This is an optimization exercise on Yosys and OpenROAD, whose aim is small area, not a production implementation. In this exercise RTL edits were held to simulation tests only and were not proved equivalent to the original. Power is estimated from default activity; no workload was simulated.

## build 43
Design register_file, start of the top module:
module register_file (
    input  logic               clk,
    input  logic               rst,
    input  mips_pkg::word_t    din,
    input  logic               writeBack,
    input  mips_pkg::reg_idx_t rd,
    input  mips_pkg::reg_idx_t rs,
    input  mips_pkg::reg_idx_t rt,
    output mips_pkg::word_t    regA,
    output mips_pkg::word_t    regB
);
    localparam int N = mips_pkg::NUM_REGS;
    localparam int W = mips_pkg::DATA_WIDTH;
    logic [N-1:0][W-1:0] mem, mem_d;
    logic [N-1:0] valid;
    logic [N-1:0] wsel, rsel, tsel, selA, selB;
    logic         we, phase;
    mips_pkg::word_t din_p, rawA, rawB;
    assign we = writeBack && rst && (rd != mips_pkg::REG_ZERO);
    always_comb begin
        for (int i = 0; i < N; i++) begin
            wsel[i] = (i != 0) && we && (rd == i);
            rsel[i] = (rs == i);
            tsel[i] = (rt == i);
        end
    end
    always_ff @(posedge clk or negedge rst) begin
        if (!rst) begin
            valid <= '0;
            phase <= 1'b0;
        end else begin
            valid <= valid | wsel;
            phase <= ~phase;
        end
    end
    assign din_p = din ^ {W{phase}};
    for (genvar g = 1; g < N; g++) begin : g_word
        for (genvar b = 0; b < W; b++) begin : g_bit
            rf_bit_next u_next (.sel(wsel[g]), .hold(~wsel[g]), .wd(din_p[b]), .q(mem[g][b]), .d(mem_d[g][b]));
        end
    end
    always_ff @(posedge clk) begin
  ...
==> flow/config.mk <==
export PLATFORM = sky130hd
export DESIGN_NAME = register_file
export DESIGN_NICKNAME = register_file
export VERILOG_FILES = /design/flow/design.v
export SDC_FILE = /design/flow/constraint.sdc
export NUM_CORES = 4
export LEC_CHECK = 0
export CAP_MARGIN = 10
export CORE_MARGIN = 2
export CORE_UTILIZATION = 55
export PLACE_DENSITY = 0.65
export SLEW_MARGIN = 10
export SYNTH_HIERARCHICAL = 1
==> flow/constraint.sdc <==
create_clock -name core_clock -period 6.5 [get_ports {clk}]
set_input_delay 1.3000 -clock core_clock [delete_from_list [all_inputs] [get_ports {clk}]]
set_output_delay 1.3000 -clock core_clock [all_outputs]
set_load 0.01 [all_outputs]
run.sh (not shown) runs the stock make flow with config.mk's settings and CLKGATE_MAP_FILE= SYNTH_SCRIPT=/design/flow/synth_recipe.tcl, a recipe that flattens the netlist after the stock synthesis.
The layout from build 43, despite a flow that completed every stage, fails the layout checks, with the failing checks listed as setup timing.
[inputs] build 97 vs build 43
==> flow/flow/run.sh (new file) <==
#!/bin/bash
# The standard layout (standard.sh, unchanged synthesis and steps), with changes
# passed to ORFS through its own variables:
#  - port buffers use buf_2 instead of the buffer buffer_ports picks itself;
#  - clock tree synthesis inserts no dummy loads and clusters sinks into
#    larger groups driven by clkbuf_8;
#  - before global placement, flow/downsize.tcl starts two gate types that
#    synthesis sized up at drive strength 1 (placement's repair still resizes).
# The run's full output goes to standard_flow.log in the work folder; ORFS keeps
# each tool's own log under orfs/logs/ (the sizing step's in 3_3_place_gp.log).
set -euo pipefail
export BUFFER_PORTS_ARGS="-buffer_cell sky130_fd_sc_hd__buf_2"
export CTS_ARGS="-sink_clustering_enable -repair_clock_nets -dont_use_dummy_load -sink_clustering_size 14 -sink_clustering_max_diameter 60 -buf_list sky130_fd_sc_hd__clkbuf_8"
export PRE_GLOBAL_PLACE_TCL="$(pwd)/flow/downsize.tcl"
bash standard.sh > standard_flow.log 2>&1
==> flow/flow/downsize.tcl (new file) <==
# Sizing step before global placement: synthesis maps the last two-pair AOI of
# each read bit to a22oi_2 and the write-data XORs to xor2_2 for the load it
# assumes at a module port; start them at drive strength 1 instead. Placement's
# own repair_design and repair_timing still resize or buffer any of them that
# need it.
set n 0
foreach inst [[ord::get_db_block] getInsts] {
  set m [[$inst getMaster] getName]
  if {$m eq "sky130_fd_sc_hd__a22oi_2"} {
    replace_cell [get_cells [$inst getName]] sky130_fd_sc_hd__a22oi_1
    incr n
  } elseif {$m eq "sky130_fd_sc_hd__xor2_2"} {
    replace_cell [get_cells [$inst getName]] sky130_fd_sc_hd__xor2_1
    incr n
  }
}
puts "downsize.tcl: resized $n instances to drive strength 1"
==> flow/standard.sh (new file) <==
#!/bin/bash
# synth_recipe.tcl (not shown) runs the flow's synth.tcl, then flattens the netlist and writes it again
# the make line also repeats each setting of config.mk as NAME=value (left out here)
make -C /OpenROAD-flow-scripts/flow DESIGN_CONFIG=/design/flow/config.mk WORK_HOME=/design/flow/orfs CLKGATE_MAP_FILE= SYNTH_SCRIPT=/design/flow/synth_recipe.tcl "${@:-finish}"
removed: flow/run.sh
Notes after the runs:
Compared with build 43, build 97 shows a worst setup slack that is 220 ps higher.
Routed length per instance (higher): build 97
Taking build 43 as the reference, in build 97 first-pass GRT wire length dropped 4.0%; fraction of cell area in non-clock buffers went down 3.8 points.
Although it ran to completion, build 97 produced a layout that fails the final checks because of capacitance limit, slew limit.
The critical path depth of build 97 exceeds that of build 43 by 1.
On cell area, the lower figure sits with build 97, not build 43.
Compared with build 43, in build 97 count of nets left with antenna violations after detail routing level; count of clock-buffer cells in the layout moved down; total global routing track utilization moved down.
The inputs of build 46 differ from those of build 97 as listed below.
==> flow/flow/run.sh <==
#!/bin/bash
# The standard layout (standard.sh, unchanged synthesis and steps), with changes
# passed to ORFS through its own variables:
#  - port buffers use buf_2 instead of the buffer buffer_ports picks itself;
#  - clock tree synthesis inserts no dummy loads and clusters sinks into
#    larger groups driven by clkbuf_8;
#  - before global placement, flow/downsize.tcl starts the logic gates that
#    synthesis sized up at drive strength 1 (placement's repair still resizes
#    and buffers them, and repair_timing sizes critical ones back up).
# The run's full output goes to standard_flow.log in the work folder; ORFS keeps
# each tool's own log under orfs/logs/ (the sizing step's in 3_3_place_gp.log).
set -euo pipefail
export BUFFER_PORTS_ARGS="-buffer_cell sky130_fd_sc_hd__buf_2"
export CTS_ARGS="-sink_clustering_enable -repair_clock_nets -dont_use_dummy_load -sink_clustering_size 16 -sink_clustering_max_diameter 60 -buf_list sky130_fd_sc_hd__clkbuf_8"
export PRE_GLOBAL_PLACE_TCL="$(pwd)/flow/downsize.tcl"
bash standard.sh > standard_flow.log 2>&1
==> flow/flow/downsize.tcl <==
set n 0
foreach inst [[ord::get_db_block] getInsts] {
  set m [[$inst getMaster] getName]
  if {[regexp {^sky130_fd_sc_hd__((nor|nand|or|and|a|o)[0-9a-z]*)_(2|4)$} $m -> base]} {
    set to sky130_fd_sc_hd__${base}_1
    if {[llength [get_lib_cells $to]] == 0} continue
    replace_cell [get_cells [$inst getName]] $to
    incr n
  }
}
puts "downsize.tcl: resized $n instances to drive strength 1"
diff --git a/flow/config.mk b/flow/config.mk
--- a/flow/config.mk
+++ b/flow/config.mk
@@ -11,2 +11,3 @@
 export PLACE_DENSITY = 0.65
+export SETUP_SLACK_MARGIN = 0.3
 export SLEW_MARGIN = 10
[compare] base=build 97 new=build 46: relative area of clock buffers and inverters in the final design shrank by 0.26 points; met2 track utilization from global routing grew by 1.1 points; sequential share of layout area grew by 0.43 points; largest stage delay on the critical path shrank by 260 ps. Power down 1.1% in build 46 wrt build 97. From build 46 to build 97, flip-flop and latch count did not move at all. The higher fraction of area in multi-input gates of build 97 and build 46 is in build 97. In summary, build 46 completed successfully, with a layout that passed the timing, design-rule and antenna checks. The final report for build 97 shows a completed flow and a layout that fails verification, specifically capacitance limit, slew limit. End point of the critical path: regB[24] -> build 97, regB[2] -> build 46.
Here is what was changed in the inputs of build 7 compared with build 46.
==> flow/flow/run.sh <==
#!/bin/bash
# The standard layout (standard.sh, unchanged synthesis and steps), with changes
# passed to ORFS through its own variables:
#  - port buffers use buf_2 instead of the buffer buffer_ports picks itself;
#  - clock tree synthesis inserts no dummy loads and clusters sinks into
#    larger groups driven by clkbuf_8;
#  - after global routing, ORFS's power recovery (repair_timing -recover_power)
#    downsizes gates on paths with positive slack.
# The run's full output goes to standard_flow.log in the work folder; ORFS keeps
# each tool's own log under orfs/logs/.
set -euo pipefail
export BUFFER_PORTS_ARGS="-buffer_cell sky130_fd_sc_hd__buf_2"
export CTS_ARGS="-sink_clustering_enable -repair_clock_nets -dont_use_dummy_load -sink_clustering_size 16 -sink_clustering_max_diameter 60 -buf_list sky130_fd_sc_hd__clkbuf_8"
export RECOVER_POWER=100
bash standard.sh > standard_flow.log 2>&1
diff --git a/flow/config.mk b/flow/config.mk
--- a/flow/config.mk
+++ b/flow/config.mk
@@ -11,3 +11,2 @@
 export PLACE_DENSITY = 0.65
-export SETUP_SLACK_MARGIN = 0.3
 export SLEW_MARGIN = 10
removed: flow/flow/downsize.tcl
[summary]
- The final layout from build 46, which completed every stage, passed the timing, design-rule and antenna checks at the end of the flow.
- Build 7 finished all stages; layout check result: FAIL, due to capacitance limit, slew limit.
- Looking at worst hold margin across both flows, build 7 is the weaker of the two, with build 46 ahead.
- On global-route wire length before repair: between build 46 and build 7, it ends up lower for build 7.
- Comparing build 7 with build 46, the signed area change from the synthesized netlist to the final layout came out essentially unchanged.
- Build 46 -> build 7: design area flat
- On number of nets in the layout, build 46 and build 7 are basically level.

port drivers added, routing unchanged:
The flow's constraints put no driver on any port. The routed layouts listed below were extracted and timed again, unchanged, in two steps. Step 1, drivers: a clkbuf_16 drives clk and a buf_2 each remaining input, both assumed. Step 2 adds t to the input delays and takes it off the output delays; t is the mean of the earliest and latest rising clock arrival at the registers after step 1. Input paths then give back, and output paths get back, about the clock's delay inside the block. Slacks: no drivers / after step 1 / after step 2; pairs: no drivers / after step 1.
run | shift t [ns] | setup WS [ns] | worst setup path at the end | clock arrival spread, ns | worst data-port slew with drivers (ns)
build 43 | 0.735 | -0.111 / -0.134 / -0.134 | input to output | 0.030 / 0.030 | 0.14
build 97 | 0.764 | 0.107 / -0.041 / -0.041 | input to output | 0.121 / 0.122 | 0.18
build 46 | 0.770 | 0.422 / 0.331 / 0.331 | input to output | 0.083 / 0.082 | 0.21
build 7 | 0.787 | 0.091 / 0.008 / -0.698 | input to register | 0.077 / 0.077 | 0.13
The setup slack of build 7, which loses most, moves by -0.083 ns with the drivers and by -0.789 ns with both steps.
